From an optimization exercise on the open Yosys and OpenROAD flow, aimed at small area, a short achievable clock period and few clock cycles per item; shortcuts taken in it are not production practice.
Function was checked by simulation only, so behaviour that the tests miss may differ from the original.
Power figures rest on the tool's default switching activity, not on a simulated workload.

==> module opcode_fifo, before the edit <==
module opcode_fifo (
   input  logic        clk,
   input  logic        reset,
   input  logic        push,
   input  logic [exe_pkg::E_W-1:0] push_data,
   input  logic        step,
   input  logic        skid_full_next,
   input  logic [15:0] written,
   output logic [exe_pkg::E_W-1:0] head,
   output logic        head_valid,
   output logic        full
);
   logic [exe_pkg::E_W-1:0] e0;
   logic v0;
   logic pop, adv;
   logic v0_next, split_next, wait_next;
   assign head       = e0;
   assign head_valid = v0;
   assign pop = step && !e0[exe_pkg::E_SPLIT];
   assign adv = step && e0[exe_pkg::E_SPLIT];
   assign v0_next = push || (v0 && !pop);
   always_comb begin
      if (push) begin
         split_next = push_data[exe_pkg::E_SPLIT];
         wait_next  = push_data[exe_pkg::E_SMEM] || push_data[exe_pkg::E_SMTC1];
      end else if (adv) begin
         split_next = 1'b0;
         wait_next  = e0[exe_pkg::E_NMEM] || e0[exe_pkg::E_NMTC1];
      end else begin
         split_next = e0[exe_pkg::E_SPLIT];
         wait_next  = e0[exe_pkg::E_SMEM] || e0[exe_pkg::E_SMTC1];
      end
   end
   always_ff @(posedge clk or negedge reset) begin
      if (!reset) begin
         v0   <= 1'b0;
         full <= 1'b0;
      end else begin
         v0   <= v0_next;
         full <= v0_next && (split_next || (wait_next && skid_full_next));
      end
   end
   always_ff @(posedge clk) begin
      if (push) begin
         e0 <= push_data;
      end else if (adv) begin
         e0[exe_pkg::E_SMEM]       <= e0[exe_pkg::E_NMEM];
         e0[exe_pkg::E_SSV]        <= e0[exe_pkg::E_NSV];
         e0[exe_pkg::E_SMTC1]      <= e0[exe_pkg::E_NMTC1];
         e0[exe_pkg::E_SWEN]       <= e0[exe_pkg::E_NWEN];
         e0[exe_pkg::E_SWVL]       <= 1'b1;
         e0[exe_pkg::E_SVREG +: 5] <= e0[exe_pkg::E_NVREG +: 5];
         e0[exe_pkg::E_SRSEL +: 16] <= (16'b1 << e0[exe_pkg::E_NRIDX +: 4]) & written;
         e0[exe_pkg::E_SWIDX +: 4] <= e0[exe_pkg::E_NVREG +: 4];
         e0[exe_pkg::E_SPLIT]      <= 1'b0;
      end
   end
endmodule
==> module exe_control, before the edit <==
module exe_control (
   input  logic        clk,
   input  logic        reset,
   input  logic [exe_pkg::E_W-1:0] head,
   input  logic        head_valid,
   output logic        step,
   output logic        skid_full_next,
   output logic [15:0] rd_sel,
   input  logic [31:0] rd_data,
   output logic        wr_en,
   output logic [3:0]  wr_idx,
   output logic [31:0] wr_data,
   input  logic        ls_busy,
   output logic        ls_req_valid,
   output logic        ls_req_write,
   output logic [4:0]  ls_req_vreg,
   output logic [31:0] ls_req_addr,
   output logic [31:0] ls_req_length
);
   logic [31:0] vec_len;
   logic        s_mem;
   logic        accept;
   logic        new_req;
   logic        out_load;
   logic        skid_load;
   logic        sk_valid;
   logic        sk_write;
   logic [4:0]  sk_vreg;
   logic [31:0] sk_addr;
   assign s_mem   = head[exe_pkg::E_SMEM];
   assign accept  = ls_req_valid && !ls_busy;
   assign step    = head_valid &&
                    (!(s_mem || head[exe_pkg::E_SMTC1]) || !sk_valid || accept);
   assign new_req = step && s_mem;
   assign rd_sel  = head[exe_pkg::E_SRSEL +: 16];
   assign wr_en   = step && head[exe_pkg::E_SWEN];
   assign wr_idx  = head[exe_pkg::E_SWIDX +: 4];
   assign wr_data = head[exe_pkg::E_SWVL] ? vec_len : head[exe_pkg::E_DVAL +: 32];
   assign out_load  = (!ls_req_valid || accept) && (sk_valid || new_req);
   assign skid_load = new_req && ls_req_valid && (sk_valid || !accept);
   assign skid_full_next = (sk_valid && !accept) || skid_load;
   always_ff @(posedge clk or negedge reset) begin
      if (!reset) begin
         vec_len      <= '0;
         ls_req_valid <= 1'b0;
         sk_valid     <= 1'b0;
      end else begin
         if (step && head[exe_pkg::E_SMTC1]) begin
            vec_len <= rd_data;
         end
         ls_req_valid <= (ls_req_valid && !accept) || sk_valid || new_req;
         sk_valid     <= skid_full_next;
      end
   end
   always_ff @(posedge clk) begin
      if (out_load) begin
         if (sk_valid) begin
            ls_req_write  <= sk_write;
            ls_req_vreg   <= sk_vreg;
            ls_req_addr   <= sk_addr;
         end else begin
            ls_req_write  <= head[exe_pkg::E_SSV];
            ls_req_vreg   <= head[exe_pkg::E_SVREG +: 5];
            ls_req_addr   <= rd_data;
         end
         ls_req_length <= vec_len;
      end
      if (skid_load) begin
         sk_write  <= head[exe_pkg::E_SSV];
         sk_vreg   <= head[exe_pkg::E_SVREG +: 5];
         sk_addr   <= rd_data;
      end
   end
endmodule
export LEC_CHECK = 0
export CAP_MARGIN = 20
export CORE_MARGIN = 2
export CORE_UTILIZATION = 40
export CTS_CLUSTER_DIAMETER = 80
export CTS_CLUSTER_SIZE = 30
export SETUP_SLACK_MARGIN = 2.0
export SLEW_MARGIN = 20
create_clock -name core_clock -period 4.0 [get_ports {clk}]
run.sh (not shown) runs the stock make flow with config.mk's settings and CLKGATE_MAP_FILE= SYNTH_SCRIPT=/design/flow/synth_recipe.tcl, a recipe that flattens the netlist after the stock synthesis.
Testbench counts at the start, summed over its fixed seeds: cycles 18,098, items 19,384.
Rerun with:
--- a/flow/design.v
+++ b/flow/design.v
@@ -36,35 +36,35 @@
    output logic        full
 );
    logic [exe_pkg::E_W-1:0] e0;
    logic v0;
    logic pop, adv;
-   logic v0_next, split_next, wait_next;
+   logic v0_next, split_next, mem_next;
    assign head       = e0;
    assign head_valid = v0;
    assign pop = step && !e0[exe_pkg::E_SPLIT];
    assign adv = step && e0[exe_pkg::E_SPLIT];
    assign v0_next = push || (v0 && !pop);
    always_comb begin
       if (push) begin
          split_next = push_data[exe_pkg::E_SPLIT];
-         wait_next  = push_data[exe_pkg::E_SMEM] || push_data[exe_pkg::E_SMTC1];
+         mem_next   = push_data[exe_pkg::E_SMEM];
       end else if (adv) begin
          split_next = 1'b0;
-         wait_next  = e0[exe_pkg::E_NMEM] || e0[exe_pkg::E_NMTC1];
+         mem_next   = e0[exe_pkg::E_NMEM];
       end else begin
          split_next = e0[exe_pkg::E_SPLIT];
-         wait_next  = e0[exe_pkg::E_SMEM] || e0[exe_pkg::E_SMTC1];
+         mem_next   = e0[exe_pkg::E_SMEM];
       end
    end
    always_ff @(posedge clk or negedge reset) begin
       if (!reset) begin
          v0   <= 1'b0;
          full <= 1'b0;
       end else begin
          v0   <= v0_next;
-         full <= v0_next && (split_next || (wait_next && skid_full_next));
+         full <= v0_next && (split_next || (mem_next && skid_full_next));
       end
    end
    always_ff @(posedge clk) begin
       if (push) begin
          e0 <= push_data;
@@ -223,14 +223,14 @@
    logic        skid_load;
    logic        sk_valid;
    logic        sk_write;
    logic [4:0]  sk_vreg;
    logic [31:0] sk_addr;
+   logic [31:0] sk_length;
    assign s_mem   = head[exe_pkg::E_SMEM];
    assign accept  = ls_req_valid && !ls_busy;
-   assign step    = head_valid &&
-                    (!(s_mem || head[exe_pkg::E_SMTC1]) || !sk_valid || accept);
+   assign step    = head_valid && (!s_mem || !sk_valid || accept);
    assign new_req = step && s_mem;
    assign rd_sel  = head[exe_pkg::E_SRSEL +: 16];
    assign wr_en   = step && head[exe_pkg::E_SWEN];
    assign wr_idx  = head[exe_pkg::E_SWIDX +: 4];
    assign wr_data = head[exe_pkg::E_SWVL] ? vec_len : head[exe_pkg::E_DVAL +: 32];
@@ -254,21 +254,23 @@
       if (out_load) begin
          if (sk_valid) begin
             ls_req_write  <= sk_write;
             ls_req_vreg   <= sk_vreg;
             ls_req_addr   <= sk_addr;
+            ls_req_length <= sk_length;
          end else begin
             ls_req_write  <= head[exe_pkg::E_SSV];
             ls_req_vreg   <= head[exe_pkg::E_SVREG +: 5];
             ls_req_addr   <= rd_data;
+            ls_req_length <= vec_len;
          end
-         ls_req_length <= vec_len;
       end
       if (skid_load) begin
          sk_write  <= head[exe_pkg::E_SSV];
          sk_vreg   <= head[exe_pkg::E_SVREG +: 5];
          sk_addr   <= rd_data;
+         sk_length <= vec_len;
       end
    end
 endmodule
 `timescale 1ns/1ps
 module vector_exe_unit (
=> Critical path depth increases by 1; cell count increases by 1.3%; clock power increases by about 2%; register-to-register slack is better by 0.24 ns; sequential share of layout area increases by 3.1 points.
Testbench counts after the change, summed over its fixed seeds: cycles 17,684, items 19,384.

==> what the ideal ports hide <==
No port has a modelled driver above. Below, the same layouts with a new extraction and two added sets of constraints. Step 1, drivers: a clkbuf_16 drives clk and a buf_2 each remaining input, both assumed. Step 2 adds t to the input delays and takes it off the output delays; t is the mean of the earliest and latest rising clock arrival at the registers after step 1. Input paths then give back, and output paths get back, about the clock's delay inside the block. Slacks: ideal ports / drivers / drivers and shift; pairs: ideal ports / drivers.
run	t (ns)	setup WS [ns]	worst hold slack (ns)	worst data-port slew with drivers (ns)	cell pins on the clock port's net
the first run	0.642	1.750 / 1.766 / 1.134	0.291 / 0.254 / 0.463	0.08	1
the second run	0.653	1.906 / 1.893 / 1.281	0.368 / 0.331 / 0.465	0.08	1
After both steps every run listed still meets setup and hold. For the second run, which loses most, drivers alone change the setup slack by -0.013 ns; drivers and shift together by -0.625 ns.
